Background: an optimization exercise with open tools, aiming at small area, a short achievable clock period and few clock cycles. Do not read the settings as production practice. At most, simulation tests tie the RTL to the original design; equivalence was not proved. The RTL of runs 2 to 4 was laid out without a check of its function. Power is estimated from default activity; no workload was simulated.

`design.v`:
```
`timescale 1ns/1ps
module cnn_conv_top (
    input  logic        clk,
    input  logic        reset,
    input  logic        pix_valid,
    output logic        pix_ready,
    input  logic [7:0]  pix_byte,
    output logic        out_valid,
    input  logic        out_ready,
    output logic [15:0] out_data,
    output logic [2:0]  out_channel,
    output logic        out_last
);
    localparam int IMG   = 28;
    localparam int DEPTH = 2 * IMG + 3;
    logic [7:0]         in_byte;    
    logic               in_full;
    logic [DEPTH*8-1:0] sr;         
    logic [4:0]         row;        
    logic [4:0]         col;
    logic               busy;       
    logic [2:0]         cc;         
    logic [5:0]         oh;         
    logic               win_last;   
    logic               s1v;        
    logic               hold;       
    logic               hold_last;
    logic [2:0]         oc;         
    logic               ov;         
    logic take, push, issue, adv_out, s1_take, feed, is_win, full_nx, busy_nx;
    logic [7:0] q_new;
    assign q_new = 8'(({1'b0, in_byte} + 9'd1) >> 1);
    assign take    = pix_valid && pix_ready;
    assign adv_out = !ov || out_ready;
    assign issue   = adv_out && ((oc[2] && oc[1]) ? hold : s1v);
    assign s1_take = issue && !(oc[2] && oc[1]);
    assign feed    = busy && (!s1v || s1_take);
    assign push    = in_full && !busy;
    assign is_win  = (row >= 5'd2) && (col >= 5'd2);
    assign full_nx = take || (in_full && !push);
    assign busy_nx = push ? is_win : (busy && !(feed && cc == 3'd5));
    always_ff @(posedge clk) begin
        if (!in_full || push) in_byte <= pix_byte;
        if (push) sr <= {sr[(DEPTH-1)*8-1:0], q_new};
    end
    always_ff @(posedge clk) begin
        if (reset) begin
            in_full   <= 1'b0;
            pix_ready <= 1'b1;
            busy      <= 1'b0;
            cc        <= 3'd0;
            oh        <= 6'd1;
            s1v       <= 1'b0;
            hold      <= 1'b0;
            oc        <= 3'd0;
            row       <= 5'd0;
            col       <= 5'd0;
        end else begin
            in_full   <= full_nx;
            busy      <= busy_nx;
            pix_ready <= !full_nx || !busy_nx;
            s1v       <= feed || (s1v && !s1_take);
            if (issue) oc <= oc + 3'd1;
            if (issue && oc == 3'd7) hold <= 1'b0;
            if (feed && cc == 3'd5)  hold <= 1'b1;
            if (push) begin
                cc <= 3'd0;
                oh <= 6'd1;
                if (col == 5'(IMG - 1)) begin
                    col <= 5'd0;
                    row <= (row == 5'(IMG - 1)) ? 5'd0 : row + 5'd1;
                end else begin
                    col <= col + 5'd1;
                end
            end else if (feed) begin
                cc <= cc + 3'd1;
                oh <= {oh[4:0], oh[5]};
            end
        end
    end
    always_ff @(posedge clk) begin
        if (push) win_last <= (row == 5'(IMG - 1)) && (col == 5'(IMG - 1));
        if (feed && cc == 3'd5) hold_last <= win_last;
    end
    logic [7:0] a, b, c, d, e, f, g, h, i;
    assign a = sr[58*8 +: 8];
    assign b = sr[57*8 +: 8];
    assign c = sr[56*8 +: 8];
    assign d = sr[30*8 +: 8];
    assign e = sr[29*8 +: 8];
    assign f = sr[28*8 +: 8];
    assign g = sr[2*8 +: 8];
    assign h = sr[1*8 +: 8];
    assign i = sr[0*8 +: 8];
    logic [8:0]         r1_sa, r1_sb, r1_sc, r1_sd;
    logic signed [8:0]  r1_pn, r1_q4, r1_un, r1_vn6;  
    logic signed [9:0]  r1_e3;      
    logic signed [7:0]  r1_em6;     
    logic [9:0]         r2_nac, r2_nbd;
    logic signed [9:0]  r2_zz, r2_ww;              
    logic [10:0]        r3_n;
    logic signed [12:0] r4_y;
    logic signed [9:0]  r4_v6;
    logic [14:0]        r5_v7;
    logic signed [13:0] n14, y14;
    logic signed [19:0] w7;
    assign n14 = $signed({3'd0, r3_n});
    assign y14 = 14'(r4_y);
    assign w7  = $signed({y14, 7'd50}) - 20'(y14 <<< 1) - 20'(y14);
    always_ff @(posedge clk) begin
        r1_sa  <= {1'b0, a} + {1'b0, i};
        r1_sb  <= {1'b0, b} + {1'b0, h};
        r1_sc  <= {1'b0, c} + {1'b0, g};
        r1_sd  <= {1'b0, d} + {1'b0, f};
        r1_pn  <= $signed({1'b0, i}) - $signed({1'b0, a});
        r1_q4  <= $signed({1'b0, g}) - $signed({1'b0, c}) + 9'sd4;
        r1_un  <= $signed({1'b0, h}) - $signed({1'b0, b});
        r1_vn6 <= $signed({1'b0, f}) - $signed({1'b0, d}) - 9'sd6;
        r1_e3  <= $signed({1'b0, e, 1'b0}) + $signed({2'd0, e}) - 10'sd3;
        r1_em6 <= 8'(9'sd6 - $signed({1'b0, e}));
        r2_nac <= {1'b0, r1_sa} + {1'b0, r1_sc};
        r2_nbd <= {1'b0, r1_sb} + {1'b0, r1_sd};
        r2_zz  <= 10'(14'(r1_q4) - (14'(r1_pn) <<< 1));
        r2_ww  <= 10'(14'sd28 - 14'(r1_un) - 14'(r1_vn6));
        r3_n   <= {1'b0, r2_nac} + {1'b0, r2_nbd};
        r4_y   <= 13'((n14 <<< 1) + n14 + 14'(r1_em6));
    end
    always_ff @(posedge clk) begin
        if (!hold) begin
            r4_v6 <= 10'(((14'(r1_e3) <<< 2) - n14) >>> 2);
            if (y14 < 14'sd0)          r5_v7 <= 15'd0;
            else if (y14 > 14'sd2096)  r5_v7 <= 15'd32767;
            else                       r5_v7 <= w7[17:3];
        end
    end
    logic signed [13:0] se, si, spn, sq4, sun, svn6, ssb, ssd, szz, sww, oa, ob, oc_;
    assign se   = $signed({6'd0, e});
    assign si   = $signed({6'd0, i});
    assign spn  = 14'(r1_pn);
    assign sq4  = 14'(r1_q4);
    assign sun  = 14'(r1_un);
    assign svn6 = 14'(r1_vn6);
    assign ssb  = $signed({5'd0, r1_sb});
    assign ssd  = $signed({5'd0, r1_sd});
    assign szz  = 14'(r2_zz);
    assign sww  = 14'(r2_ww);
    logic signed [13:0] a0, b0, a1, b1, c1, a2, b2, c2, a3, b3, c3, a4, b4, c4, a5, b5, c5;
    assign a0 = (se <<< 3) | 14'sd1;    assign b0 = ~si;
    assign a1 = sq4 <<< 3;              assign b1 = sun <<< 3;     assign c1 = spn <<< 3;
    assign a2 = (spn <<< 2) | 14'sd1;   assign b2 = ~(sq4 <<< 2);  assign c2 = svn6 <<< 3;
    assign a3 = (se <<< 5) | 14'sd18;   assign b3 = ~(ssb <<< 3);  assign c3 = ~(ssd <<< 3);
    assign a4 = n14;                    assign b4 = ~(se <<< 1);   assign c4 = -14'sd47;
    assign a5 = szz <<< 1;              assign b5 = szz;           assign c5 = sww <<< 1;
    assign oa  = ({14{oh[0]}} & a0) | ({14{oh[1]}} & a1) | ({14{oh[2]}} & a2) |
                 ({14{oh[3]}} & a3) | ({14{oh[4]}} & a4) | ({14{oh[5]}} & a5);
    assign ob  = ({14{oh[0]}} & b0) | ({14{oh[1]}} & b1) | ({14{oh[2]}} & b2) |
                 ({14{oh[3]}} & b3) | ({14{oh[4]}} & b4) | ({14{oh[5]}} & b5);
    assign oc_ = ({14{oh[1]}} & c1) | ({14{oh[2]}} & c2) |
                 ({14{oh[3]}} & c3) | ({14{oh[4]}} & c4) | ({14{oh[5]}} & c5);
    logic [13:0] s1_s, s1_c, csa_s, csa_c;
    assign csa_s = oa ^ ob ^ oc_;
    assign csa_c = ((oa & ob) | (oa & oc_) | (ob & oc_)) << 1;
    always_ff @(posedge clk) begin
        if (feed) begin
            s1_s <= csa_s;
            s1_c <= csa_c;
        end
    end
    logic signed [13:0] t1;
    logic [15:0]        res;
    assign t1 = $signed(s1_s + s1_c);
    always_comb begin
        if (oc == 3'd7)      res = {1'b0, r5_v7};
        else if (oc == 3'd6) res = r4_v6[9] ? 16'd0 : {7'd0, r4_v6[8:0]};
        else                 res = t1[13] ? 16'd0 : {6'd0, t1[12:3]};
    end
    always_ff @(posedge clk) begin
        if (reset) begin
            out_valid <= 1'b0;
            ov        <= 1'b0;
        end else if (adv_out) begin
            out_valid <= issue;
            ov        <= issue;
        end
    end
    always_ff @(posedge clk) begin
        if (adv_out) begin
            out_data    <= res;
            out_channel <= oc;
            out_last    <= (oc == 3'd7) && hold_last;
        end
    end
endmodule
```
`flow/run.sh`:
```
#!/bin/bash
set -o pipefail
cp standard.sh standard.sh.txt
export SETUP_SLACK_MARGIN=6.3
bash standard.sh > standard.log 2>&1
```
`standard.sh`:
```
#!/bin/bash
# synth_recipe.tcl (not shown) runs the flow's synth.tcl, then flattens the netlist and writes it again
# the make line also repeats each setting of config.mk as NAME=value (left out here)
make -C /OpenROAD-flow-scripts/flow DESIGN_CONFIG=/design/flow/config.mk WORK_HOME=/design/flow/orfs CLKGATE_MAP_FILE= SYNTH_SCRIPT=/design/flow/synth_recipe.tcl "${@:-finish}"
```
`config.mk`:
```
export PLATFORM = sky130hd
export DESIGN_NAME = cnn_conv_top
export DESIGN_NICKNAME = cnn_conv_top
export VERILOG_FILES = /design/flow/design.v
export SDC_FILE = /design/flow/constraint.sdc
export NUM_CORES = 4
export LEC_CHECK = 0
export CAP_MARGIN = 20
export CORE_MARGIN = 2
export CORE_UTILIZATION = 50
export CTS_CLUSTER_DIAMETER = 90
export CTS_CLUSTER_SIZE = 26
export SLEW_MARGIN = 20
```
`constraint.sdc`:
```
create_clock -name core_clock -period 9.0 [get_ports {clk}]
set_input_delay 1.8000 -clock core_clock [delete_from_list [all_inputs] [get_ports {clk}]]
set_output_delay 1.8000 -clock core_clock [all_outputs]
set_load 0.01 [all_outputs]
```
==> flow_summary.ini, run 1 <==
[outcome]
status = finished clean

[sta]
relSlewSlack_pct = 31.2
rsz0062_at_grt = yes
maxSlewViolCount = 0
hold_viol_final = 0
fin_crit_sh_pct = 32.1
fmax_mhz = 346
skew_ns = 0.0279
fin_setup_tns_ns = 0
finalCriticalPeriod_ns = 2.89
setup_viol = 0
worst_pin_slew_ns = 1.03

[logic_synthesis]
syn_area_um2 = 29600
synthTopCellsByArea = edfxtp_1 (56%), dfxtp_1 (12%), ha_1 (9.4%)
synth_top_area_share_pct = 56.0
synth_largest_area_cell = edfxtp_1
synthArstFlopShare_pct = 0
seq_area_frac_synth_pct = 68.0
synth_common_cells = edfxtp_1 (552), ha_1 (223), inv_1 (214), dfxtp_1 (177), a21oi_1 (134)
synth_fp_nets = 2285
synth-main-ff-cell = edfxtp_1
syn_area_per_cell_um2 = 14.8
yosysMostFrequentCell = edfxtp_1
synth_edf_count = 552
ys_types = 67
synth-seq-cells = 729
syn_inst = 2005
ys_warn_count = 1

[layout]
final_cells = 2890
layout-drive-gt1-share_pct = 8.55
final_nets = 2368
design_area_um2 = 32400
nFillCells = 4763
area_growth_pct = 9.44

[placed_design]
post_dp_cell_area_um2 = 30900
gp_congestion = 0.840
place.port_buffers = 32
post-dp-hpwl_mm = 35.1
place_inst = 2792

[critical_path]
path_buf_inv = 1
critPathTopFamily = flip-flops
critPathKind = reg -> out
startpoint_type = flop
critPathSlowestCell = edfxtp_1
crit_chain = buf_2
path_max_fanout = 1
cp_data_required_time_ns = 7.20
cp_slowest_stage_delay_ns = 0.38
setup.worst_path.end_class = primary output
worstPathArrival_ns = 1.09

[floorplan]
io_pins = 34
rows = 89
die_h_um = 247
initial_core_util_pct = 50.3
fp.dieArea_um2 = 61100
die_w_um = 247
core_um2 = 58800

[cts]
cts_tree = done
htreeDepth = 2
clock-sinks = 729
insertion_delay_ns = 0.59
ctsLongestPathBuffers = 3
path_clk_slew_ns = 0.10
cts_root_buf = clkbuf_16
holdBufCountCts = 0
cts_buffers = 37

[power]
p_leak_uw = 0.0123
peakVddDrop_mv = 0.373
p_per_area_nw_per_um2 = 264
report.power.total_uw = 8550

[grt]
grt_pass1_wl_mm = 79.9
overflow = 0
first_global_vias = 14700
gr-usage-all-layers_pct = 16.9
antenna_found_initial = 1
grt_max_degree = 155

[routing]
wl_per_cell_um = 17.7
drt_wl_total_mm = 51.2
drcViolationCount = 0
avgViaCountPerCell = 5.16
drt_iter0_markers = 977
first_pass_iters = 5
vias = 14900
antenna_left = 0

[min_path]
min_path_type = reg -> reg

[job]
max_cap_violations = 0
-- worst paths after layout --
check                             start           endpoint  slack, ns  cells past startpoint
max          out_data[12]$_SDFFCE_PN0P_       out_data[12]       6.11                      1
min                   sr[186]$_DFFE_PP_  sr[194]$_DFFE_PP_       0.41                      0
max reg2reg             r3_n[1]$_DFF_P_   r4_y[11]$_DFF_P_       6.22                     10
min reg2reg           sr[186]$_DFFE_PP_  sr[194]$_DFFE_PP_       0.41                      0
-- registers in the layout, indices dropped and copies added, names as in the netlist, 9 cells and up --
register,cells
out_data,15
r1_e3,10
r1_pn,9
r1_q4,9
r1_un,9
r1_vn6,9
r2_nac,10
r2_nbd,10
r2_ww,9
r2_zz,10
r3_n,11
r4_v6,10
r4_y,13
r5_v7,15
s1_c,13
s1_s,13
sr,472
-- metal layers --
metal	track usage, %	up-vias	routed length (µm)	share of wire [%]
li1	-	7323	-	-
met1	24.4	7316	25000	49
met2	26.9	194	23400	46
met3	2.42	80	1560	3.0
met4	4.67	0	1270	2.5
met5	0	-	0	0
-- stage by stage --
step / hold slack (ns) / setup WS (ns) / utilization (%)
detailed placement: 0.405 / 4.99 / 52.5
finish: 0.408 / 6.11 / 55.1
global placement: 0.402 / 5.02 / 52.5
CTS: 0.416 / 6.07 / 54.7
floorplan: 0.367 / 0.555 / -
global route: 0.419 / 6.05 / 55.1
-- power breakdown --
part / switching (µW) / internal [µW] / total (µW)
registers: 187 / 3990 / 4180
logic: 1340 / 1150 / 2490
clock network: 1060 / 821 / 1880
-- final cells by class --
type | instances | area, µm² | area share [%]
Sequential cell | 729 | 20200 | 62.2
Multi-Input combinational cell | 1035 | 8700 | 26.9
Clock buffer | 53 | 1010 | 3.11
Tap cell | 773 | 967 | 2.99
Inverter | 215 | 823 | 2.54
Timing Repair Buffer | 68 | 563 | 1.74
Clock inverter | 14 | 153 | 0.471
Timing Repair inverter | 2 | 13.8 | 0.0425
Antenna cell | 1 | 2.50 | 0.00773
-- logic make-up (layout without fill, tap and decap cells) --
logic type | Yosys count | in the layout | synth area share (%)
AO/OA/AOI/OAI | 365 | 365 | 8.06
XOR/XNOR | 143 | 143 | 4.23
adder cells (fa/ha/maj) | 268 | 268 | 12.5
buffers and inverters | 241 | 352 | 3.07
flip-flops | 729 | 729 | 68.0
multiplexers | 3 | 3 | 0.101
other | 1 | 2 | 0.0127
AND/OR/NAND/NOR | 255 | 255 | 4.06
-- cell usage in the layout, fill, tap and decap left out, types with 25 or more instances in the layout --
master     netlist  routed
buf_4            1      30
a21oi_1        134     129
fa_1            45      42
ha_1           223     215
a21o_1          29      29
nand3_1         26      25
o21ai_0         49      46
o21bai_1        35      35
nor2_1          67      67
dfxtp_1        177     158
xor2_1          43      43
a22oi_1         30      30
xnor2_1        100      99
clkbuf_16        0      39
nand2_1         85      83
edfxtp_1       552     552
inv_1          214     206
-- repair_timing --
| action | 4_1_cts | 5_1_grt |
|---|---|---|
| setup endpoints to repair | 437 | 351 |
| gates resized for setup | 128 | 25 |
| setup buffers | 11 | 16 |
| gates cloned | 2 | 1 |
| pin swaps | 19 | 12 |
| hold endpoints to repair | 0 | 0 |
Testbench counts, summed over its fixed seeds: cycles 43,940.
==> inputs of run 2 (changes only) <==
--- a/design.v
+++ b/design.v
@@ -12,9 +12,8 @@
     output logic        out_last
 );
     localparam int IMG   = 28;
-    localparam int DEPTH = 2 * IMG + 3;
-    logic [7:0]         in_byte;    
-    logic               in_full;
+    localparam int DEPTH = 2 * IMG + 2;
+    logic [7:0]         in_q;       
     logic [DEPTH*8-1:0] sr;         
     logic [4:0]         row;        
     logic [4:0]         col;
@@ -27,25 +26,24 @@
     logic               hold_last;
     logic [2:0]         oc;         
     logic               ov;         
-    logic take, push, issue, adv_out, s1_take, feed, is_win, full_nx, busy_nx;
+    logic take, issue, adv_out, s1_take, feed, is_win, busy_nx;
     logic [7:0] q_new;
-    assign q_new = 8'(({1'b0, in_byte} + 9'd1) >> 1);
+    assign q_new = 8'(({1'b0, pix_byte} + 9'd1) >> 1);
     assign take    = pix_valid && pix_ready;
     assign adv_out = !ov || out_ready;
     assign issue   = adv_out && ((oc[2] && oc[1]) ? hold : s1v);
     assign s1_take = issue && !(oc[2] && oc[1]);
     assign feed    = busy && (!s1v || s1_take);
-    assign push    = in_full && !busy;
     assign is_win  = (row >= 5'd2) && (col >= 5'd2);
-    assign full_nx = take || (in_full && !push);
-    assign busy_nx = push ? is_win : (busy && !(feed && cc == 3'd5));
+    assign busy_nx = take ? is_win : (busy && !(feed && cc == 3'd5));
     always_ff @(posedge clk) begin
-        if (!in_full || push) in_byte <= pix_byte;
-        if (push) sr <= {sr[(DEPTH-1)*8-1:0], q_new};
+        if (take) begin
+            in_q <= q_new;
+            sr   <= {sr[(DEPTH-1)*8-1:0], in_q};
+        end
     end
     always_ff @(posedge clk) begin
         if (reset) begin
-            in_full   <= 1'b0;
             pix_ready <= 1'b1;
             busy      <= 1'b0;
             cc        <= 3'd0;
@@ -56,14 +54,13 @@
             row       <= 5'd0;
             col       <= 5'd0;
         end else begin
-            in_full   <= full_nx;
             busy      <= busy_nx;
-            pix_ready <= !full_nx || !busy_nx;
+            pix_ready <= !busy_nx;
             s1v       <= feed || (s1v && !s1_take);
             if (issue) oc <= oc + 3'd1;
             if (issue && oc == 3'd7) hold <= 1'b0;
             if (feed && cc == 3'd5)  hold <= 1'b1;
-            if (push) begin
+            if (take) begin
                 cc <= 3'd0;
                 oh <= 6'd1;
                 if (col == 5'(IMG - 1)) begin
@@ -79,19 +76,19 @@
         end
     end
     always_ff @(posedge clk) begin
-        if (push) win_last <= (row == 5'(IMG - 1)) && (col == 5'(IMG - 1));
+        if (take) win_last <= (row == 5'(IMG - 1)) && (col == 5'(IMG - 1));
         if (feed && cc == 3'd5) hold_last <= win_last;
     end
     logic [7:0] a, b, c, d, e, f, g, h, i;
-    assign a = sr[58*8 +: 8];
-    assign b = sr[57*8 +: 8];
-    assign c = sr[56*8 +: 8];
-    assign d = sr[30*8 +: 8];
-    assign e = sr[29*8 +: 8];
-    assign f = sr[28*8 +: 8];
-    assign g = sr[2*8 +: 8];
-    assign h = sr[1*8 +: 8];
-    assign i = sr[0*8 +: 8];
+    assign a = sr[57*8 +: 8];
+    assign b = sr[56*8 +: 8];
+    assign c = sr[55*8 +: 8];
+    assign d = sr[29*8 +: 8];
+    assign e = sr[28*8 +: 8];
+    assign f = sr[27*8 +: 8];
+    assign g = sr[1*8 +: 8];
+    assign h = sr[0*8 +: 8];
+    assign i = in_q;
     logic [8:0]         r1_sa, r1_sb, r1_sc, r1_sd;
     logic signed [8:0]  r1_pn, r1_q4, r1_un, r1_vn6;  
     logic signed [9:0]  r1_e3;      
==> run 2 against run 1 <==
Compared with the run above: wire length is 7.2% higher; worst setup slack got worse by 0.0081 ns; die area is 0.65% higher; final cell count rose by 3.2%; register-to-register slack gained 0.17 ns; via count up 4.8%.
==> flow_summary.ini, run 2 <==
[outcome]
status = finished clean

[sta]
fmax_mhz = 345
hold_viol_final = 0
fin_crit_sh_pct = 32.2
relSlewSlack_pct = 26.5
finalCriticalPeriod_ns = 2.90
rsz0062_at_grt = yes
skew_ns = 0.0364
setup_viol = 0
whs_ns = 0.420
maxSlewViolCount = 0
worst_pin_slew_ns = 1.10

[critical_path]
crit_chain = buf_2
r2r_end = r5_v7[10]$_SDFFCE_PP0N_
setup.worst_path.end_class = primary output
critPathTopFamily = flip-flops
cp_data_required_time_ns = 7.20
critPathSlowestCell = edfxtp_1
rrSetupSlack_ns = 6.39
path_buf_inv = 1
path_max_fanout = 1
cp_slowest_stage_delay_ns = 0.37
critPathKind = reg -> out
reg2reg_from = r4_y[0]$_DFF_P_
startpoint_type = flop
reg2reg_depth = 10
worstPathArrival_ns = 1.10

[layout]
nFillCells = 4672
multi_input_area_um2 = 9220
reg.largest.list = sr (464), out_data (15), r5_v7 (15)
final_cells = 2982
layout-drive-gt1-share_pct = 8.83
final_common_cell = edfxtp_1
top_register = sr
antennaDiodeCount = 0
final_nets = 2461
largest_reg_flops = 464
area_growth_pct = 10.9
regArea_um2 = 19900
final_cell_mix = edfxtp_1 (544), ha_1 (218), inv_1 (205)

[logic_synthesis]
synthTopCellsByArea = edfxtp_1 (55%), dfxtp_1 (12%), ha_1 (9.4%)
synth_largest_area_cell = edfxtp_1
ys_warn_count = 1
synth_xor_area_share_pct = 4.06
synth-main-ff-cell = edfxtp_1
synth_common_cells = edfxtp_1 (544), ha_1 (223), inv_1 (215), dfxtp_1 (176), nor2_1 (105)
synth_edf_count = 544
seq_area_frac_synth_pct = 66.7
syn_area_um2 = 29800
synthAdderAreaFrac_pct = 12.4
synth-simple-area-share_pct = 5.74
syn_area_per_cell_um2 = 14.3
synth-seq-cells = 720
synthArstFlopShare_pct = 0
synth_top_area_share_pct = 54.8
synth_compound_area_share_pct = 7.87
ys_types = 70
synth_mux_area_share_pct = 0.139
syn_inst = 2086
synth_fp_nets = 2366
synth_top_family_by_area = adder cells
yosysMostFrequentCell = edfxtp_1

[floorplan]
io_pins = 34
fp.dieArea_um2 = 61500
die_w_um = 248
initial_core_util_pct = 50.6
core_um2 = 58900
die_h_um = 248
rows = 89

[min_path]
min_path_type = reg -> reg
worstHoldStart = sr[38]$_DFFE_PP_
holdPathStages = 0
whs_endpoint = sr[46]$_DFFE_PP_

[placed_design]
place.port_buffers = 32
gp_congestion = 0.847
place_inst = 2870
post-dp-hpwl_mm = 37.1

[cts]
cts_root_buf = clkbuf_16
htreeDepth = 2
ctsLongestPathBuffers = 3
path_clk_slew_ns = 0.10
cts_buffers = 36
insertion_delay_ns = 0.59
holdBufCountCts = 0
cts_tree = done
clock-sinks = 720

[routing]
wl_per_cell_um = 18.4
first_pass_iters = 5
avgViaCountPerCell = 5.24
drt_wl_total_mm = 54.9
antenna_left = 0
vias = 15600
drcViolationCount = 0
drt_iter0_markers = 980

[grt]
overflow = 0
grt_pass1_wl_mm = 84.4
first_global_vias = 15300
grt_max_degree = 95
gr-usage-all-layers_pct = 17.9
antenna_found_initial = 0

[power]
peakVddDrop_mv = 0.311
p_per_area_nw_per_um2 = 272
p_leak_uw = 0.0129

[job]
max_cap_violations = 0
[run 2: where the power goes]
group / total (µW) / internal (µW) / switching, µW
clock network: 1880 / 847 / 1030
logic: 2880 / 1310 / 1570
registers: 4220 / 3990 / 228
total: 8980 / 6150 / 2830
[run 2: kinds of logic (layout without fill, tap and decap cells)]
logic type,Yosys count,count (layout)
DFF,720,720
AOI/OAI and AO/OA,356,356
and+or+nand+nor,353,353
adders and majority gates,268,268
buffers and inverters,246,369
xor gates and xnor gates,138,138
muxes,4,4
other,1,1
[run 2: worst max-delay path by stage]
stage / startpoint / endpoint / cells past startpoint
floorplan: pix_valid / in_q[0]$_DFFE_PP_ / 2
global placement: pix_valid / sr[316]$_DFFE_PP_ / 5
detailed placement: pix_valid / sr[284]$_DFFE_PP_ / 5
CTS: out_channel[0]$_DFFE_PP_ / out_channel[0] / 1
global route: out_channel[0]$_DFFE_PP_ / out_channel[0] / 1
finish: out_channel[0]$_DFFE_PP_ / out_channel[0] / 1
[run 2: routing by layer]
layer,up-vias,global-route usage (%),part of all wire (%)
met2,285,28.6,46
met1,7602,25.5,47
met5,-,0,0
met3,88,2.46,4.0
met4,0,5.74,2.9
li1,7661,-,-
[run 2: area by class of cell]
cell class	instances	area share, %
repair inverters	3	0.0947
inverters	216	2.52
repair buffers	84	2.83
multi-input cells	1120	27.9
flip-flops and latches	720	60.2
well taps	773	2.93
clock buffers	56	3.21
clock inverters	10	0.337
[run 2: what timing repair did]
item,in CTS,in global routing
pin swaps,9,15
setup buffers,18,17
resized for setup,145,36
endpoints found under the setup margin,557,353
cloned,8,3
[run 2: through the flow]
stage          area (µm²)  worst slack, ns  setup TNS, ns  util, %  power, µW
6_report            33000             6.10              0     56.1       8980
5_1_grt             33000             6.03              0     56.1       9540
4_1_cts             32700             6.05              0     55.6       8960
3_5_place_dp        31100             4.22              0     52.7       6830
3_3_place_gp        31100             4.30              0     52.7       6780
2_1_floorplan       29800           -0.426        -202.72        -       6190
==> inputs of run 3 (changes only) <==
--- a/design.v
+++ b/design.v
@@ -19,7 +19,7 @@
     logic [4:0]         col;
     logic               busy;       
     logic [2:0]         cc;         
-    logic [5:0]         oh;         
+    logic [6:0]         oh;         
     logic               win_last;   
     logic               s1v;        
     logic               hold;       
@@ -31,11 +31,11 @@
     assign q_new = 8'(({1'b0, pix_byte} + 9'd1) >> 1);
     assign take    = pix_valid && pix_ready;
     assign adv_out = !ov || out_ready;
-    assign issue   = adv_out && ((oc[2] && oc[1]) ? hold : s1v);
-    assign s1_take = issue && !(oc[2] && oc[1]);
+    assign issue   = adv_out && ((oc == 3'd7) ? hold : s1v);
+    assign s1_take = issue && (oc != 3'd7);
     assign feed    = busy && (!s1v || s1_take);
     assign is_win  = (row >= 5'd2) && (col >= 5'd2);
-    assign busy_nx = take ? is_win : (busy && !(feed && cc == 3'd5));
+    assign busy_nx = take ? is_win : (busy && !(feed && cc == 3'd6));
     always_ff @(posedge clk) begin
         if (take) begin
             in_q <= q_new;
@@ -47,7 +47,7 @@
             pix_ready <= 1'b1;
             busy      <= 1'b0;
             cc        <= 3'd0;
-            oh        <= 6'd1;
+            oh        <= 7'd1;
             s1v       <= 1'b0;
             hold      <= 1'b0;
             oc        <= 3'd0;
@@ -59,10 +59,10 @@
             s1v       <= feed || (s1v && !s1_take);
             if (issue) oc <= oc + 3'd1;
             if (issue && oc == 3'd7) hold <= 1'b0;
-            if (feed && cc == 3'd5)  hold <= 1'b1;
+            if (feed && cc == 3'd6)  hold <= 1'b1;
             if (take) begin
                 cc <= 3'd0;
-                oh <= 6'd1;
+                oh <= 7'd1;
                 if (col == 5'(IMG - 1)) begin
                     col <= 5'd0;
                     row <= (row == 5'(IMG - 1)) ? 5'd0 : row + 5'd1;
@@ -71,13 +71,13 @@
                 end
             end else if (feed) begin
                 cc <= cc + 3'd1;
-                oh <= {oh[4:0], oh[5]};
+                oh <= {oh[5:0], oh[6]};
             end
         end
     end
     always_ff @(posedge clk) begin
         if (take) win_last <= (row == 5'(IMG - 1)) && (col == 5'(IMG - 1));
-        if (feed && cc == 3'd5) hold_last <= win_last;
+        if (feed && cc == 3'd6) hold_last <= win_last;
     end
     logic [7:0] a, b, c, d, e, f, g, h, i;
     assign a = sr[57*8 +: 8];
@@ -97,7 +97,6 @@
     logic signed [9:0]  r2_zz, r2_ww;              
     logic [10:0]        r3_n;
     logic signed [12:0] r4_y;
-    logic signed [9:0]  r4_v6;
     logic [14:0]        r5_v7;
     logic signed [13:0] n14, y14;
     logic signed [19:0] w7;
@@ -124,7 +123,6 @@
     end
     always_ff @(posedge clk) begin
         if (!hold) begin
-            r4_v6 <= 10'(((14'(r1_e3) <<< 2) - n14) >>> 2);
             if (y14 < 14'sd0)          r5_v7 <= 15'd0;
             else if (y14 > 14'sd2096)  r5_v7 <= 15'd32767;
             else                       r5_v7 <= w7[17:3];
@@ -141,17 +139,22 @@
     assign ssd  = $signed({5'd0, r1_sd});
     assign szz  = 14'(r2_zz);
     assign sww  = 14'(r2_ww);
-    logic signed [13:0] a0, b0, a1, b1, c1, a2, b2, c2, a3, b3, c3, a4, b4, c4, a5, b5, c5;
+    logic signed [13:0] a0, b0, a1, b1, c1, a2, b2, c2, a3, b3, c3, a4, b4, c4, a5, b5, c5, a6, b6;
+    logic signed [13:0] se3;
+    assign se3 = 14'(r1_e3);
     assign a0 = (se <<< 3) | 14'sd1;    assign b0 = ~si;
     assign a1 = sq4 <<< 3;              assign b1 = sun <<< 3;     assign c1 = spn <<< 3;
     assign a2 = (spn <<< 2) | 14'sd1;   assign b2 = ~(sq4 <<< 2);  assign c2 = svn6 <<< 3;
     assign a3 = (se <<< 5) | 14'sd18;   assign b3 = ~(ssb <<< 3);  assign c3 = ~(ssd <<< 3);
     assign a4 = n14;                    assign b4 = ~(se <<< 1);   assign c4 = -14'sd47;
     assign a5 = szz <<< 1;              assign b5 = szz;           assign c5 = sww <<< 1;
+    assign a6 = (se3 <<< 3) | 14'sd1;   assign b6 = ~(n14 <<< 1);
     assign oa  = ({14{oh[0]}} & a0) | ({14{oh[1]}} & a1) | ({14{oh[2]}} & a2) |
-                 ({14{oh[3]}} & a3) | ({14{oh[4]}} & a4) | ({14{oh[5]}} & a5);
+                 ({14{oh[3]}} & a3) | ({14{oh[4]}} & a4) | ({14{oh[5]}} & a5) |
+                 ({14{oh[6]}} & a6);
     assign ob  = ({14{oh[0]}} & b0) | ({14{oh[1]}} & b1) | ({14{oh[2]}} & b2) |
-                 ({14{oh[3]}} & b3) | ({14{oh[4]}} & b4) | ({14{oh[5]}} & b5);
+                 ({14{oh[3]}} & b3) | ({14{oh[4]}} & b4) | ({14{oh[5]}} & b5) |
+                 ({14{oh[6]}} & b6);
     assign oc_ = ({14{oh[1]}} & c1) | ({14{oh[2]}} & c2) |
                  ({14{oh[3]}} & c3) | ({14{oh[4]}} & c4) | ({14{oh[5]}} & c5);
     logic [13:0] s1_s, s1_c, csa_s, csa_c;
@@ -168,7 +171,6 @@
     assign t1 = $signed(s1_s + s1_c);
     always_comb begin
         if (oc == 3'd7)      res = {1'b0, r5_v7};
-        else if (oc == 3'd6) res = r4_v6[9] ? 16'd0 : {7'd0, r4_v6[8:0]};
         else                 res = t1[13] ? 16'd0 : {6'd0, t1[12:3]};
     end
     always_ff @(posedge clk) begin
==> flow/run.sh (replaced) <==
#!/bin/bash
set -o pipefail
cp standard.sh standard.sh.txt
export SETUP_SLACK_MARGIN=6.1
bash standard.sh > standard.log 2>&1
==> run 3 against run 2 <==
Compared with the run above: first-iteration DRC count rose by 12%; clock skew fell by 0.012 ns; worst setup slack improved by 0.0048 ns; via count fell by 2.1%; clock power fell by 4%; final cell count fell by 3.1%; area after synthesis fell by 2.0%; largest cell class unchanged; maximum frequency rose by 0.17%; sequential share of layout area rose by 1.3 points; global-route usage fell by 0.18 points; core utilization fell by 0.90 points; hold slack got worse by 0.0015 ns.
==> flow_summary.ini, run 3 <==
[routing]
drt_wl_total_mm = 52.8
wl_per_cell_um = 18.3
vias = 15300
first_pass_iters = 8
drt_iter0_markers = 1098
antenna_left = 0
drcViolationCount = 0
avgViaCountPerCell = 5.29

[placed_design]
post-place-ws_ns = 4.10
post_dp_cell_area_um2 = 30500
gp_congestion = 0.878
place.port_buffers = 32
place_inst = 2809
post-dp-hpwl_mm = 36.2

[outcome]
status = finished clean

[logic_synthesis]
ys_warn_count = 1
syn_area_per_cell_um2 = 14.4
ys_types = 67
synth_mux_area_share_pct = 0.171
seq_area_frac_synth_pct = 67.1
synth_compound_area_share_pct = 7.96
synth_common_cells = edfxtp_1 (534), ha_1 (213), inv_1 (206), dfxtp_1 (177), a21oi_1 (103)
synth_fp_nets = 2299
syn_area_um2 = 29200
synthTopCellsByArea = edfxtp_1 (55%), dfxtp_1 (12%), ha_1 (9.1%)
synth-seq-cells = 711
synthArstFlopShare_pct = 0
synth_xor_area_share_pct = 3.78
synth-simple-area-share_pct = 5.76
synth-main-ff-cell = edfxtp_1
syn_inst = 2029
yosysMostFrequentCell = edfxtp_1
synth_top_area_share_pct = 54.9
synth_largest_area_cell = edfxtp_1
synth_edf_count = 534
synth_top_family_by_area = adder cells
synthAdderAreaFrac_pct = 12.2

[power]
peakVddDrop_mv = 0.172
p_per_area_nw_per_um2 = 263
p_leak_uw = 0.0124
report.power.total_uw = 8380

[critical_path]
path_max_fanout = 1
critPathSlowestCell = edfxtp_1
crit_chain = buf_2
cp_data_required_time_ns = 7.20
setup.worst_path.end_class = primary output
critPathKind = reg -> out
worstPathArrival_ns = 1.10
critPathTopFamily = flip-flops
cp_slowest_stage_delay_ns = 0.38
startpoint_type = flop
path_buf_inv = 1

[layout]
final_cells = 2891
antennaDiodeCount = 0
final_nets = 2369
reg.largest.list = sr (464), out_data (15), r5_v7 (15)
multi_input_area_um2 = 8760
layout-drive-gt1-share_pct = 5.97
regArea_um2 = 19600
top_register = sr
largest_reg_flops = 464
design_area_um2 = 31800
final_common_cell = edfxtp_1
final_cell_mix = edfxtp_1 (534), ha_1 (213), inv_1 (203)
nFillCells = 4770
area_growth_pct = 9.07

[sta]
finalCriticalPeriod_ns = 2.90
worst_pin_slew_ns = 0.874
whs_ns = 0.419
fin_crit_sh_pct = 32.2
hold_viol_final = 0
fmax_mhz = 345
maxSlewViolCount = 0
rsz0062_at_grt = yes
skew_ns = 0.0244
fin_ws_ns = 6.10
relSlewSlack_pct = 41.8
setup_viol = 0

[grt]
grt_busiest_layer = met2
grt_max_degree = 109
use_met2_pct = 27.4
antenna_found_initial = 0
gr-usage-all-layers_pct = 17.7
first_global_vias = 15100
grt_use_met3_pct = 2.27
grt_pass1_wl_mm = 82.8
use_met1_pct = 26.1
overflow = 0

[floorplan]
die_w_um = 246
rows = 88
io_pins = 34
fp.dieArea_um2 = 60300
initial_core_util_pct = 50.6
core_um2 = 57700
die_h_um = 246

[cts]
holdBufCountCts = 0
clock-sinks = 711
cts_tree = done
ctsLongestPathBuffers = 3
cts_buffers = 35
htreeDepth = 2
insertion_delay_ns = 0.59
cts_root_buf = clkbuf_16
path_clk_slew_ns = 0.10

[min_path]
min_path_type = reg -> reg

[job]
max_cap_violations = 0
[run 3: cell types whose count changed after synthesis, sizes merged, moves of 5 or more]
cell    delta
a211oi     -8
a21o       -6
a21oi      +8
a221oi     -7
clkbuf     -6
edfxtp    -10
ha        -10
inv        -9
nor2      -15
o21ai     -11
o22ai      +5
o31ai     +10
or3        +6
xnor2     -11
[run 3: layer usage]
| metal | up-vias | share of wire [%] |
|---|---|---|
| li1 | 7426 | - |
| met1 | 7496 | 49 |
| met2 | 302 | 44 |
| met3 | 80 | 4.1 |
| met4 | 0 | 2.8 |
| met5 | - | 0 |
[run 3: final cells by class]
cell class              instances  share of cell area (%)
clock buffers                  55                    3.15
clock inverters                 9                   0.338
inverters                     208                    2.49
multi-input cells            1083                    27.5
flip-flops and latches        711                    61.5
well taps                     765                    3.01
repair buffers                 59                    1.95
repair inverters                1                  0.0196
[run 3: cells by family after synthesis]
| kind of cell | after synthesis |
|---|---|
| flops | 711 |
| compound gates | 348 |
| simple gates | 346 |
| fa+ha+maj | 258 |
| buf+inv | 235 |
| xor+xnor | 125 |
| mux | 5 |
| other cells | 1 |
[run 3: final timing paths]
check,from,endpoint,slack [ns],depth (start not counted)
min reg2reg,sr[417]$_DFFE_PP_,sr[425]$_DFFE_PP_,0.42,0
max reg2reg,sr[226]$_DFFE_PP_,r1_e3[8]$_DFF_P_,6.21,10
max,out_data[12]$_SDFFCE_PP0P_,out_data[12],6.10,1
min,sr[417]$_DFFE_PP_,sr[425]$_DFFE_PP_,0.42,0
[run 3: power breakdown]
part           internal [µW]  switching (µW)
Combinational           1070            1370
Clock                    801            1010
Sequential              3890             235
Total                   5760            2620
[run 3: stage by stage]
step	TNS, ns	utilization [%]
6_report	0	55.2
5_1_grt	0	55.2
4_1_cts	0	55.0
3_5_place_dp	0	52.8
3_3_place_gp	0	52.8
2_1_floorplan	-202.74	-
[run 3: worst register-to-register path: stages, from the launching register on]
cell	delay, ns
edfxtp_1	0.58
inv_1	0.19
ha_1	0.37
inv_1	0.06
ha_1	0.29
a21o_1	0.19
a21oi_1	0.23
nand2b_1	0.15
a21boi_0	0.14
o41a_1	0.36
xnor2_1	0.13
[run 3: timing repair]
item	in CTS	in global routing
gates resized for setup	110	11
setup buffers	2	10
pin swaps	1	5
setup endpoints to repair	498	36
endpoints found under the hold margin	0	0
gates cloned	6	0
==> inputs of run 4 (changes only) <==
--- a/design.v
+++ b/design.v
@@ -12,13 +12,13 @@
     output logic        out_last
 );
     localparam int IMG   = 28;
-    localparam int DEPTH = 2 * IMG + 2;
-    logic [7:0]         in_q;       
+    localparam int DEPTH = 2 * IMG + 3;
+    logic [7:0]         in_byte;    
+    logic               in_full;
     logic [DEPTH*8-1:0] sr;         
     logic [4:0]         row;        
     logic [4:0]         col;
     logic               busy;       
-    logic [2:0]         cc;         
     logic [6:0]         oh;         
     logic               win_last;   
     logic               s1v;        
@@ -26,27 +26,27 @@
     logic               hold_last;
     logic [2:0]         oc;         
     logic               ov;         
-    logic take, issue, adv_out, s1_take, feed, is_win, busy_nx;
+    logic take, push, issue, adv_out, s1_take, feed, is_win, full_nx, busy_nx;
     logic [7:0] q_new;
-    assign q_new = 8'(({1'b0, pix_byte} + 9'd1) >> 1);
+    assign q_new = 8'(({1'b0, in_byte} + 9'd1) >> 1);
     assign take    = pix_valid && pix_ready;
     assign adv_out = !ov || out_ready;
     assign issue   = adv_out && ((oc == 3'd7) ? hold : s1v);
     assign s1_take = issue && (oc != 3'd7);
     assign feed    = busy && (!s1v || s1_take);
+    assign push    = in_full && !busy;
     assign is_win  = (row >= 5'd2) && (col >= 5'd2);
-    assign busy_nx = take ? is_win : (busy && !(feed && cc == 3'd6));
+    assign full_nx = take || (in_full && !push);
+    assign busy_nx = push ? is_win : (busy && !(feed && oh[6]));
     always_ff @(posedge clk) begin
-        if (take) begin
-            in_q <= q_new;
-            sr   <= {sr[(DEPTH-1)*8-1:0], in_q};
-        end
+        if (!in_full || push) in_byte <= pix_byte;
+        if (push) sr <= {sr[(DEPTH-1)*8-1:0], q_new};
     end
     always_ff @(posedge clk) begin
         if (reset) begin
+            in_full   <= 1'b0;
             pix_ready <= 1'b1;
             busy      <= 1'b0;
-            cc        <= 3'd0;
             oh        <= 7'd1;
             s1v       <= 1'b0;
             hold      <= 1'b0;
@@ -54,14 +54,14 @@
             row       <= 5'd0;
             col       <= 5'd0;
         end else begin
+            in_full   <= full_nx;
             busy      <= busy_nx;
-            pix_ready <= !busy_nx;
+            pix_ready <= !full_nx || !busy_nx;
             s1v       <= feed || (s1v && !s1_take);
             if (issue) oc <= oc + 3'd1;
             if (issue && oc == 3'd7) hold <= 1'b0;
-            if (feed && cc == 3'd6)  hold <= 1'b1;
-            if (take) begin
-                cc <= 3'd0;
+            if (feed && oh[6])       hold <= 1'b1;
+            if (push) begin
                 oh <= 7'd1;
                 if (col == 5'(IMG - 1)) begin
                     col <= 5'd0;
@@ -70,25 +70,24 @@
                     col <= col + 5'd1;
                 end
             end else if (feed) begin
-                cc <= cc + 3'd1;
                 oh <= {oh[5:0], oh[6]};
             end
         end
     end
     always_ff @(posedge clk) begin
-        if (take) win_last <= (row == 5'(IMG - 1)) && (col == 5'(IMG - 1));
-        if (feed && cc == 3'd6) hold_last <= win_last;
+        if (push) win_last <= (row == 5'(IMG - 1)) && (col == 5'(IMG - 1));
+        if (feed && oh[6]) hold_last <= win_last;
     end
     logic [7:0] a, b, c, d, e, f, g, h, i;
-    assign a = sr[57*8 +: 8];
-    assign b = sr[56*8 +: 8];
-    assign c = sr[55*8 +: 8];
-    assign d = sr[29*8 +: 8];
-    assign e = sr[28*8 +: 8];
-    assign f = sr[27*8 +: 8];
-    assign g = sr[1*8 +: 8];
-    assign h = sr[0*8 +: 8];
-    assign i = in_q;
+    assign a = sr[58*8 +: 8];
+    assign b = sr[57*8 +: 8];
+    assign c = sr[56*8 +: 8];
+    assign d = sr[30*8 +: 8];
+    assign e = sr[29*8 +: 8];
+    assign f = sr[28*8 +: 8];
+    assign g = sr[2*8 +: 8];
+    assign h = sr[1*8 +: 8];
+    assign i = sr[0*8 +: 8];
     logic [8:0]         r1_sa, r1_sb, r1_sc, r1_sd;
     logic signed [8:0]  r1_pn, r1_q4, r1_un, r1_vn6;  
     logic signed [9:0]  r1_e3;      
@@ -128,24 +127,23 @@
             else                       r5_v7 <= w7[17:3];
         end
     end
-    logic signed [13:0] se, si, spn, sq4, sun, svn6, ssb, ssd, szz, sww, oa, ob, oc_;
+    logic signed [13:0] se, si, spn, sq4, sun, svn6, snbd, szz, sww, oa, ob, oc_;
     assign se   = $signed({6'd0, e});
     assign si   = $signed({6'd0, i});
     assign spn  = 14'(r1_pn);
     assign sq4  = 14'(r1_q4);
     assign sun  = 14'(r1_un);
     assign svn6 = 14'(r1_vn6);
-    assign ssb  = $signed({5'd0, r1_sb});
-    assign ssd  = $signed({5'd0, r1_sd});
+    assign snbd = $signed({4'd0, r2_nbd});
     assign szz  = 14'(r2_zz);
     assign sww  = 14'(r2_ww);
-    logic signed [13:0] a0, b0, a1, b1, c1, a2, b2, c2, a3, b3, c3, a4, b4, c4, a5, b5, c5, a6, b6;
+    logic signed [13:0] a0, b0, a1, b1, c1, a2, b2, c2, a3, b3, a4, b4, c4, a5, b5, c5, a6, b6;
     logic signed [13:0] se3;
     assign se3 = 14'(r1_e3);
     assign a0 = (se <<< 3) | 14'sd1;    assign b0 = ~si;
     assign a1 = sq4 <<< 3;              assign b1 = sun <<< 3;     assign c1 = spn <<< 3;
     assign a2 = (spn <<< 2) | 14'sd1;   assign b2 = ~(sq4 <<< 2);  assign c2 = svn6 <<< 3;
-    assign a3 = (se <<< 5) | 14'sd18;   assign b3 = ~(ssb <<< 3);  assign c3 = ~(ssd <<< 3);
+    assign a3 = (se <<< 5) | 14'sd17;   assign b3 = ~(snbd <<< 3);
     assign a4 = n14;                    assign b4 = ~(se <<< 1);   assign c4 = -14'sd47;
     assign a5 = szz <<< 1;              assign b5 = szz;           assign c5 = sww <<< 1;
     assign a6 = (se3 <<< 3) | 14'sd1;   assign b6 = ~(n14 <<< 1);
@@ -156,19 +154,20 @@
                  ({14{oh[3]}} & b3) | ({14{oh[4]}} & b4) | ({14{oh[5]}} & b5) |
                  ({14{oh[6]}} & b6);
     assign oc_ = ({14{oh[1]}} & c1) | ({14{oh[2]}} & c2) |
-                 ({14{oh[3]}} & c3) | ({14{oh[4]}} & c4) | ({14{oh[5]}} & c5);
-    logic [13:0] s1_s, s1_c, csa_s, csa_c;
+                 ({14{oh[4]}} & c4) | ({14{oh[5]}} & c5);
+    logic [13:0] s1_s, csa_s, csa_c;
+    logic [13:1] s1_c;
     assign csa_s = oa ^ ob ^ oc_;
     assign csa_c = ((oa & ob) | (oa & oc_) | (ob & oc_)) << 1;
     always_ff @(posedge clk) begin
         if (feed) begin
             s1_s <= csa_s;
-            s1_c <= csa_c;
+            s1_c <= csa_c[13:1];
         end
     end
     logic signed [13:0] t1;
     logic [15:0]        res;
-    assign t1 = $signed(s1_s + s1_c);
+    assign t1 = $signed(s1_s + {s1_c, 1'b0});
     always_comb begin
         if (oc == 3'd7)      res = {1'b0, r5_v7};
         else                 res = t1[13] ? 16'd0 : {6'd0, t1[12:3]};
==> run 4 against run 3 <==
Compared with the run above: largest power group unchanged; area after synthesis grew 0.20%; sequential share of layout area grew 0.60 points; worst setup slack lost 0.0042 ns; count of clock-buffer cells in the layout shrank 2; total power shrank 1.8%; register-to-register slack is essentially flat; die area grew 0.20%; non-clock buffer count shrank 1; global-route usage is essentially flat.
==> flow_summary.ini, run 4 <==
[outcome]
status = finished clean

[logic_synthesis]
seq_area_frac_synth_pct = 67.6
synth_common_cells = edfxtp_1 (542), ha_1 (211), inv_1 (210), dfxtp_1 (175), nor2_1 (100)
synthTopCellsByArea = edfxtp_1 (56%), dfxtp_1 (12%), ha_1 (9.0%)
synth_fp_nets = 2279
ys_warn_count = 1
syn_area_per_cell_um2 = 14.5
syn_inst = 2011
synth-main-ff-cell = edfxtp_1
syn_area_um2 = 29200
synth_largest_area_cell = edfxtp_1
ys_types = 68
synth_top_area_share_pct = 55.6
yosysMostFrequentCell = edfxtp_1
synth-seq-cells = 717
synthArstFlopShare_pct = 0
synth_edf_count = 542

[floorplan]
initial_core_util_pct = 50.6
die_h_um = 246
core_um2 = 57800
io_pins = 34
rows = 88
die_w_um = 246
fp.dieArea_um2 = 60400

[layout]
final_common_cell = edfxtp_1
largest_reg_flops = 472
final_nets = 2351
reg.largest.list = sr (472), out_data (15), r5_v7 (15)
design_area_um2 = 31900
final_cell_mix = edfxtp_1 (542), ha_1 (207), inv_1 (205)
area_growth_pct = 9.01
top_register = sr
finalCoreUtilization_pct = 55.2
antennaDiodeCount = 0
layout-drive-gt1-share_pct = 6.96

[placed_design]
post-dp-hpwl_mm = 36.5
gp_congestion = 0.885
post_dp_cell_area_um2 = 30500
place.port_buffers = 32

[routing]
antenna_left = 0
drcViolationCount = 0
first_pass_iters = 5
avgViaCountPerCell = 5.29
drt_iter0_markers = 1033
drt_wl_total_mm = 53.3
wl_per_cell_um = 18.5
vias = 15200

[power]
report.power.total_uw = 8230
p_leak_uw = 0.0121
p_per_area_nw_per_um2 = 258
peakVddDrop_mv = 0.260

[grt]
grt_max_degree = 196
overflow = 0
gr-usage-all-layers_pct = 17.8
first_global_vias = 14900
grt_pass1_wl_mm = 82.8
antenna_found_initial = 1

[min_path]
worstHoldStart = sr[352]$_DFFE_PP_
min_path_type = reg -> reg

[critical_path]
critPathTopFamily = flip-flops
crit_chain = buf_2
setup.worst_path.end_class = primary output
path_max_fanout = 1
cp_slowest_stage_delay_ns = 0.37
critPathLaunch = out_channel[0]$_DFFE_PP_
path_buf_inv = 1
critPathKind = reg -> out
worstPathArrival_ns = 1.10
cp_data_required_time_ns = 7.20
startpoint_type = flop
reg2reg_from = r4_y[4]$_DFF_P_
critPathSlowestCell = edfxtp_1

[sta]
maxSlewViolCount = 0
fin_setup_tns_ns = 0
finalCriticalPeriod_ns = 2.90
skew_ns = 0.0236
fin_crit_sh_pct = 32.2
hold_viol_final = 0
setup_viol = 0
worst_pin_slew_ns = 0.820
relSlewSlack_pct = 45.3
rsz0062_at_grt = yes
fmax_mhz = 345
whs_ns = 0.403

[cts]
cts_tree = done
htreeDepth = 2
ctsLongestPathBuffers = 3
holdBufCountCts = 0
clock-sinks = 717
insertion_delay_ns = 0.59
cts_buffers = 36
cts_root_buf = clkbuf_16
path_clk_slew_ns = 0.10

[job]
max_cap_violations = 0
-- run 4: cell types whose count changed after synthesis, moves of 5 or more --
cell and change:
edfxtp_1 +8, a21o_1 -5, nand2_1 -12, nor2_1 +10
nand3_1 -5, a21oi_1 -11, buf_1 -6
-- run 4: worst paths after layout --
kind,end,slack (ns),cells after the start
max,out_channel[0],6.10,1
min,sr[360]$_DFFE_PP_,0.40,0
max reg2reg,r5_v7[9]$_SDFFCE_PP0N_,6.20,9
min reg2reg,sr[360]$_DFFE_PP_,0.40,0
-- run 4: layout make-up --
cell class / count / area [µm²]
repair buffers: 58 / 524
fillers: 4632 / 25900
repair inverters: 1 / 6.26
clock buffers: 53 / 996
multi-input cells: 1057 / 8640
flip-flops and latches: 717 / 19800
clock inverters: 13 / 139
inverters: 212 / 811
well taps: 765 / 957
-- run 4: metrics by stage --
stage / cells / setup WS, ns
CTS: 2862 / 6.03
detailed placement: 2792 / 5.01
finish: 2876 / 6.10
global placement: 2792 / 5.09
floorplan: 2011 / 0.594
global route: 2876 / 6.03
-- run 4: report_power, final --
| group | internal [µW] | switching [µW] | leakage [µW] | total [µW] |
|---|---|---|---|---|
| Combinational | 1040 | 1240 | 0.00513 | 2280 |
| Sequential | 3890 | 220 | 0.00638 | 4110 |
| Clock | 810 | 1040 | 0.000551 | 1850 |
-- run 4: layer usage --
metal / vias to the layer above / GRT usage, % / wire length (µm)
met2: 282 / 28.8 / 25200
li1: 7382 / - / -
met1: 7458 / 24.6 / 24400
met5: - / 0 / 0
met4: 0 / 6.20 / 1690
met3: 84 / 2.53 / 1970
-- run 4: repair_timing --
item                                    4_1_cts  5_1_grt
setup buffers                                 3       10
gates resized for setup                      95       26
endpoints found under the setup margin       64      304
cloned                                        1        2
pin swaps                                     2        4
-- run 4: logic make-up (layout without fill, tap and decap cells) --
logic type | count (synthesis) | after routing | share of synthesized area (%)
flip-flops | 717 | 717 | 67.6
buffers and inverters | 237 | 337 | 3.06
adder cells (fa/ha/maj) | 256 | 256 | 12.1
XOR/XNOR | 123 | 123 | 3.71
AO/OA/AOI/OAI | 336 | 336 | 7.74
other | 1 | 1 | 0.0128
multiplexers | 8 | 8 | 0.274
AND/OR/NAND/NOR | 333 | 333 | 5.48
==> inputs of run 5 (changes only) <==
--- a/design.v
+++ b/design.v
@@ -92,15 +92,14 @@
     logic signed [8:0]  r1_pn, r1_q4, r1_un, r1_vn6;  
     logic signed [9:0]  r1_e3;      
     logic signed [7:0]  r1_em6;     
-    logic [9:0]         r2_nac, r2_nbd;
     logic signed [9:0]  r2_zz, r2_ww;              
-    logic [10:0]        r3_n;
-    logic signed [12:0] r4_y;
-    logic [14:0]        r5_v7;
+    logic [10:0]        r2_n;       
+    logic signed [12:0] r3_y;
+    logic [14:0]        r4_v7;
     logic signed [13:0] n14, y14;
     logic signed [19:0] w7;
-    assign n14 = $signed({3'd0, r3_n});
-    assign y14 = 14'(r4_y);
+    assign n14 = $signed({3'd0, r2_n});
+    assign y14 = 14'(r3_y);
     assign w7  = $signed({y14, 7'd50}) - 20'(y14 <<< 1) - 20'(y14);
     always_ff @(posedge clk) begin
         r1_sa  <= {1'b0, a} + {1'b0, i};
@@ -113,37 +112,36 @@
         r1_vn6 <= $signed({1'b0, f}) - $signed({1'b0, d}) - 9'sd6;
         r1_e3  <= $signed({1'b0, e, 1'b0}) + $signed({2'd0, e}) - 10'sd3;
         r1_em6 <= 8'(9'sd6 - $signed({1'b0, e}));
-        r2_nac <= {1'b0, r1_sa} + {1'b0, r1_sc};
-        r2_nbd <= {1'b0, r1_sb} + {1'b0, r1_sd};
+        r2_n   <= {2'd0, r1_sa} + {2'd0, r1_sc} + {2'd0, r1_sb} + {2'd0, r1_sd};
         r2_zz  <= 10'(14'(r1_q4) - (14'(r1_pn) <<< 1));
         r2_ww  <= 10'(14'sd28 - 14'(r1_un) - 14'(r1_vn6));
-        r3_n   <= {1'b0, r2_nac} + {1'b0, r2_nbd};
-        r4_y   <= 13'((n14 <<< 1) + n14 + 14'(r1_em6));
+        r3_y   <= 13'((n14 <<< 1) + n14 + 14'(r1_em6));
     end
     always_ff @(posedge clk) begin
         if (!hold) begin
-            if (y14 < 14'sd0)          r5_v7 <= 15'd0;
-            else if (y14 > 14'sd2096)  r5_v7 <= 15'd32767;
-            else                       r5_v7 <= w7[17:3];
+            if (y14 < 14'sd0)          r4_v7 <= 15'd0;
+            else if (y14 > 14'sd2096)  r4_v7 <= 15'd32767;
+            else                       r4_v7 <= w7[17:3];
         end
     end
-    logic signed [13:0] se, si, spn, sq4, sun, svn6, snbd, szz, sww, oa, ob, oc_;
+    logic signed [13:0] se, si, spn, sq4, sun, svn6, ssb, ssd, szz, sww, oa, ob, oc_;
     assign se   = $signed({6'd0, e});
     assign si   = $signed({6'd0, i});
     assign spn  = 14'(r1_pn);
     assign sq4  = 14'(r1_q4);
     assign sun  = 14'(r1_un);
     assign svn6 = 14'(r1_vn6);
-    assign snbd = $signed({4'd0, r2_nbd});
+    assign ssb  = $signed({5'd0, r1_sb});
+    assign ssd  = $signed({5'd0, r1_sd});
     assign szz  = 14'(r2_zz);
     assign sww  = 14'(r2_ww);
-    logic signed [13:0] a0, b0, a1, b1, c1, a2, b2, c2, a3, b3, a4, b4, c4, a5, b5, c5, a6, b6;
+    logic signed [13:0] a0, b0, a1, b1, c1, a2, b2, c2, a3, b3, c3, a4, b4, c4, a5, b5, c5, a6, b6;
     logic signed [13:0] se3;
     assign se3 = 14'(r1_e3);
     assign a0 = (se <<< 3) | 14'sd1;    assign b0 = ~si;
     assign a1 = sq4 <<< 3;              assign b1 = sun <<< 3;     assign c1 = spn <<< 3;
     assign a2 = (spn <<< 2) | 14'sd1;   assign b2 = ~(sq4 <<< 2);  assign c2 = svn6 <<< 3;
-    assign a3 = (se <<< 5) | 14'sd17;   assign b3 = ~(snbd <<< 3);
+    assign a3 = (se <<< 5) | 14'sd18;   assign b3 = ~(ssb <<< 3);  assign c3 = ~(ssd <<< 3);
     assign a4 = n14;                    assign b4 = ~(se <<< 1);   assign c4 = -14'sd47;
     assign a5 = szz <<< 1;              assign b5 = szz;           assign c5 = sww <<< 1;
     assign a6 = (se3 <<< 3) | 14'sd1;   assign b6 = ~(n14 <<< 1);
@@ -153,7 +151,7 @@
     assign ob  = ({14{oh[0]}} & b0) | ({14{oh[1]}} & b1) | ({14{oh[2]}} & b2) |
                  ({14{oh[3]}} & b3) | ({14{oh[4]}} & b4) | ({14{oh[5]}} & b5) |
                  ({14{oh[6]}} & b6);
-    assign oc_ = ({14{oh[1]}} & c1) | ({14{oh[2]}} & c2) |
+    assign oc_ = ({14{oh[1]}} & c1) | ({14{oh[2]}} & c2) | ({14{oh[3]}} & c3) |
                  ({14{oh[4]}} & c4) | ({14{oh[5]}} & c5);
     logic [13:0] s1_s, csa_s, csa_c;
     logic [13:1] s1_c;
@@ -169,7 +167,7 @@
     logic [15:0]        res;
     assign t1 = $signed(s1_s + {s1_c, 1'b0});
     always_comb begin
-        if (oc == 3'd7)      res = {1'b0, r5_v7};
+        if (oc == 3'd7)      res = {1'b0, r4_v7};
         else                 res = t1[13] ? 16'd0 : {6'd0, t1[12:3]};
     end
     always_ff @(posedge clk) begin
==> flow/run.sh (replaced) <==
#!/bin/bash
set -o pipefail
cp standard.sh standard.sh.txt
export SETUP_SLACK_MARGIN=5.95
bash standard.sh > standard.log 2>&1
==> run 5 against run 4 <==
Compared with the run above: wire length down 4.3%; register-to-register slack worse by 0.25 ns; cell area down 2.6%; combinational power shrank 4%; critical endpoint is now r4_v7[11]$_SDFFCE_PP0N_; via count is 3.0% lower; die area decreased by 1.9%; count of clock-buffer cells in the layout grew 1; sequential share of layout area up 0.35 points; sequential power shrank 4%; clock skew is 0.0052 ns higher; area after synthesis fell by 1.9%.
==> flow_summary.ini, run 5 <==
[cts]
cts_tree = done
cts_root_buf = clkbuf_16
ctsLongestPathBuffers = 3
path_clk_slew_ns = 0.10
cts_buffers = 34
clock-sinks = 698
htreeDepth = 2
insertion_delay_ns = 0.59
holdBufCountCts = 0

[logic_synthesis]
synth_common_cells = edfxtp_1 (542), inv_1 (237), ha_1 (193), dfxtp_1 (156), a21oi_1 (101)
synth-seq-cells = 698
synth_top_family_by_area = adder cells
ys_types = 70
synth_edf_count = 542
synth-main-ff-cell = edfxtp_1
synthAdderAreaFrac_pct = 12.6
syn_inst = 1969
ys_warn_count = 1
synthTopCellsByArea = edfxtp_1 (57%), dfxtp_1 (11%), ha_1 (8.4%)
syn_area_per_cell_um2 = 14.6
synth_mux_area_share_pct = 0.140
syn_area_um2 = 28700
synth_compound_area_share_pct = 7.64
synth_largest_area_cell = edfxtp_1
synth_xor_area_share_pct = 3.44
seq_area_frac_synth_pct = 67.6
synth_top_area_share_pct = 56.7
synthArstFlopShare_pct = 0
yosysMostFrequentCell = edfxtp_1
synth-simple-area-share_pct = 5.03
synth_fp_nets = 2234

[power]
p_int_uw = 5500
seqPwrFrac_pct = 49.8
p_per_area_nw_per_um2 = 256
power_frac_clock_pct = 22.6
p_leak_uw = 0.0118
p_sw_share_pct = 30.8
p_switching_uw = 2440
power_frac_comb_pct = 27.6
peakVddDrop_mv = 0.240

[placed_design]
place_inst = 2734
gp_congestion = 0.844
place.port_buffers = 32
post-place-ws_ns = 5.22
post_dp_cell_area_um2 = 29900
post-dp-hpwl_mm = 34.4

[sta]
fmax_mhz = 328
hold_viol_final = 0
skew_ns = 0.0288
finalCriticalPeriod_ns = 3.05
fin_setup_tns_ns = 0
rsz0062_at_grt = yes
worst_pin_slew_ns = 1.12
relSlewSlack_pct = 25.0
fin_crit_sh_pct = 33.9
maxSlewViolCount = 0
fin_ws_ns = 5.95
setup_viol = 0

[critical_path]
reg2reg_depth = 9
rrSetupSlack_ns = 5.95
r2r_end = r4_v7[11]$_SDFFCE_PP0N_
setup.worst_path.end_class = flop
startpoint_type = flop
critPathKind = reg -> reg
critPathSlowestCell = a2111oi_0
reg2reg_from = r3_y[7]$_DFF_P_
path_max_fanout = 5
cp_slowest_stage_delay_ns = 0.57
cp_data_required_time_ns = 9.32
crit_chain = inv_1 -> fa_1 -> ha_1 -> a2111o_1 -> a21oi_2 -> o21ai_2 -> a2111oi_0 -> or4_1 -> a21oi_1
worstPathArrival_ns = 3.37

[min_path]
holdPathStages = 0
min_path_type = reg -> reg
worstHoldStart = sr[117]$_DFFE_PP_
whs_endpoint = sr[125]$_DFFE_PP_

[layout]
area_growth_pct = 8.25
final_cell_mix = edfxtp_1 (542), inv_1 (234), ha_1 (192)
layout-drive-gt1-share_pct = 5.14
final_nets = 2283
final_common_cell = edfxtp_1
antennaDiodeCount = 0
final_cells = 2800
finalCoreUtilization_pct = 54.9
reg.largest.list = sr (472), out_data (15), r4_v7 (15)
top_register = sr
largest_reg_flops = 472
design_area_um2 = 31100

[floorplan]
core_um2 = 56600
die_h_um = 244
initial_core_util_pct = 50.7
rows = 87
io_pins = 34
fp.dieArea_um2 = 59300
die_w_um = 244

[routing]
wl_per_cell_um = 18.2
drt_wl_total_mm = 51.0
vias = 14700
avgViaCountPerCell = 5.27
wl_met2_mm = 23.0
first_pass_iters = 8
drt_iter0_markers = 1078
wl_met1_mm = 24.5
antenna_left = 0
drcViolationCount = 0
route.met3.wl_mm = 2.56
top_layer = met4

[grt]
first_global_vias = 14600
overflow = 0
grt_pass1_wl_mm = 80.2
gr-usage-all-layers_pct = 17.3
antenna_found_initial = 0
grt_max_degree = 204

[outcome]
status = finished clean

[job]
max_cap_violations = 0
==> run 5: changes by cell type in the layout (fill, tap and decap cells not counted), sizes merged, moves of 11 or more <==
cell and delta:
buf -33, or3 -11, xnor2 -14, fa +15, clkbuf +12, ha -18, inv +26, dfxtp -19
==> run 5: worst max path at each step <==
stage	start	endpoint	slack, ns	cells after the start
6_report	r3_y[7]$_DFF_P_	r4_v7[11]$_SDFFCE_PP0N_	5.95	9
2_1_floorplan	busy$_SDFF_PP0_	sr[0]$_DFFE_PP_	0.95	2
4_1_cts	pix_ready$_SDFF_PP1_	pix_ready	5.93	1
3_5_place_dp	out_ready	pix_ready$_SDFF_PP1_	5.22	9
3_3_place_gp	out_ready	hold_last$_DFFE_PP_	5.28	7
5_1_grt	r3_y[7]$_DFF_P_	r4_v7[11]$_SDFFCE_PP0N_	5.77	9
==> run 5: area by class of cell <==
cell class | count | area, µm²
clock inverters | 8 | 118
inverters | 239 | 908
multi-input cells | 1002 | 8340
clock buffers | 54 | 957
fillers | 4600 | 25500
repair buffers | 43 | 389
flip-flops and latches | 698 | 19400
well taps | 756 | 946
==> run 5: repair_timing <==
action	CTS	global route
buffers inserted	2	1
cloned	0	1
pin swaps	4	3
endpoints found under the setup margin	117	279
gates resized for setup	53	32
==> run 5: metrics by stage <==
| step | hold WS, ns | power [µW] |
|---|---|---|
| 3_5_place_dp | 0.405 | 6170 |
| 4_1_cts | 0.421 | 8010 |
| 5_1_grt | 0.416 | 8460 |
| 2_1_floorplan | 0.387 | 5620 |
| 6_report | 0.416 | 7950 |
| 3_3_place_gp | 0.401 | 6130 |
==> run 5: critical path, delay by kind of cell (launching register included) <==
kind | cells | cell delay, ns
AOI/OAI and AO/OA | 5 | 1.29
adders and majority gates | 2 | 0.75
buffers and inverters | 1 | 0.14
DFF | 1 | 0.42
and+or+nand+nor | 1 | 0.20
==> run 5: power groups by stage <==
stage / registers [µW] / clock network (µW) / logic (µW)
finish: 3960 / 1790 / 2200
global route: 3990 / 1970 / 2500
CTS: 3960 / 1880 / 2170
detailed placement: 4030 / 0 / 2140
global placement: 4030 / 0 / 2100
floorplan: 3960 / 0 / 1660
==> run 5: cells by family (layout without fill, tap and decap cells) <==
logic type / count (synthesis) / after routing
compound gates: 327 / 327
mux: 4 / 4
other cells: 1 / 1
simple gates: 305 / 305
fa+ha+maj: 253 / 253
xor+xnor: 112 / 112
buf+inv: 269 / 344
flops: 698 / 698
==> run 5: layer usage <==
metal	global-route usage, %	up-vias
li1	-	7092
met1	25.5	7269
met2	27.0	318
met3	2.88	70
met4	4.11	0
met5	0	-
Testbench counts of run 5, summed over its fixed seeds: cycles 44,144.

==> afterwards: timing with drivers on the ports <==
Ports are ideal in the flow. The routed layouts listed here were re-timed in OpenROAD. Step 1 sets driving cells, clkbuf_16 on the clock port and buf_2 on the other inputs (assumed; they add their load-dependent delay and slew). Step 2, shift: input delay + t, output delay - t, t = (earliest + latest rising clock arrival at the registers) / 2. This alone moves slack from input paths to output paths. Slacks: no drivers / after step 1 / after step 2; pairs: no drivers / after step 1.
run	t (ns)	setup slack, ns	worst register clock-pin slew, ns	worst slew at a driven data input, ns
run 1	0.631	6.107 / 6.050 / 5.945	0.10 / 0.10	0.04
run 2	0.625	6.099 / 6.043 / 5.725	0.10 / 0.10	0.03
run 3	0.636	6.104 / 6.046 / 5.625	0.10 / 0.10	0.03
run 4	0.639	6.100 / 6.044 / 5.618	0.10 / 0.10	0.03
run 5	0.636	5.948 / 5.948 / 5.541	0.11 / 0.11	0.04
After both steps setup and hold are still met in every run listed. For run 4, which loses most, drivers alone change the setup slack by -0.056 ns; drivers and shift together by -0.482 ns.
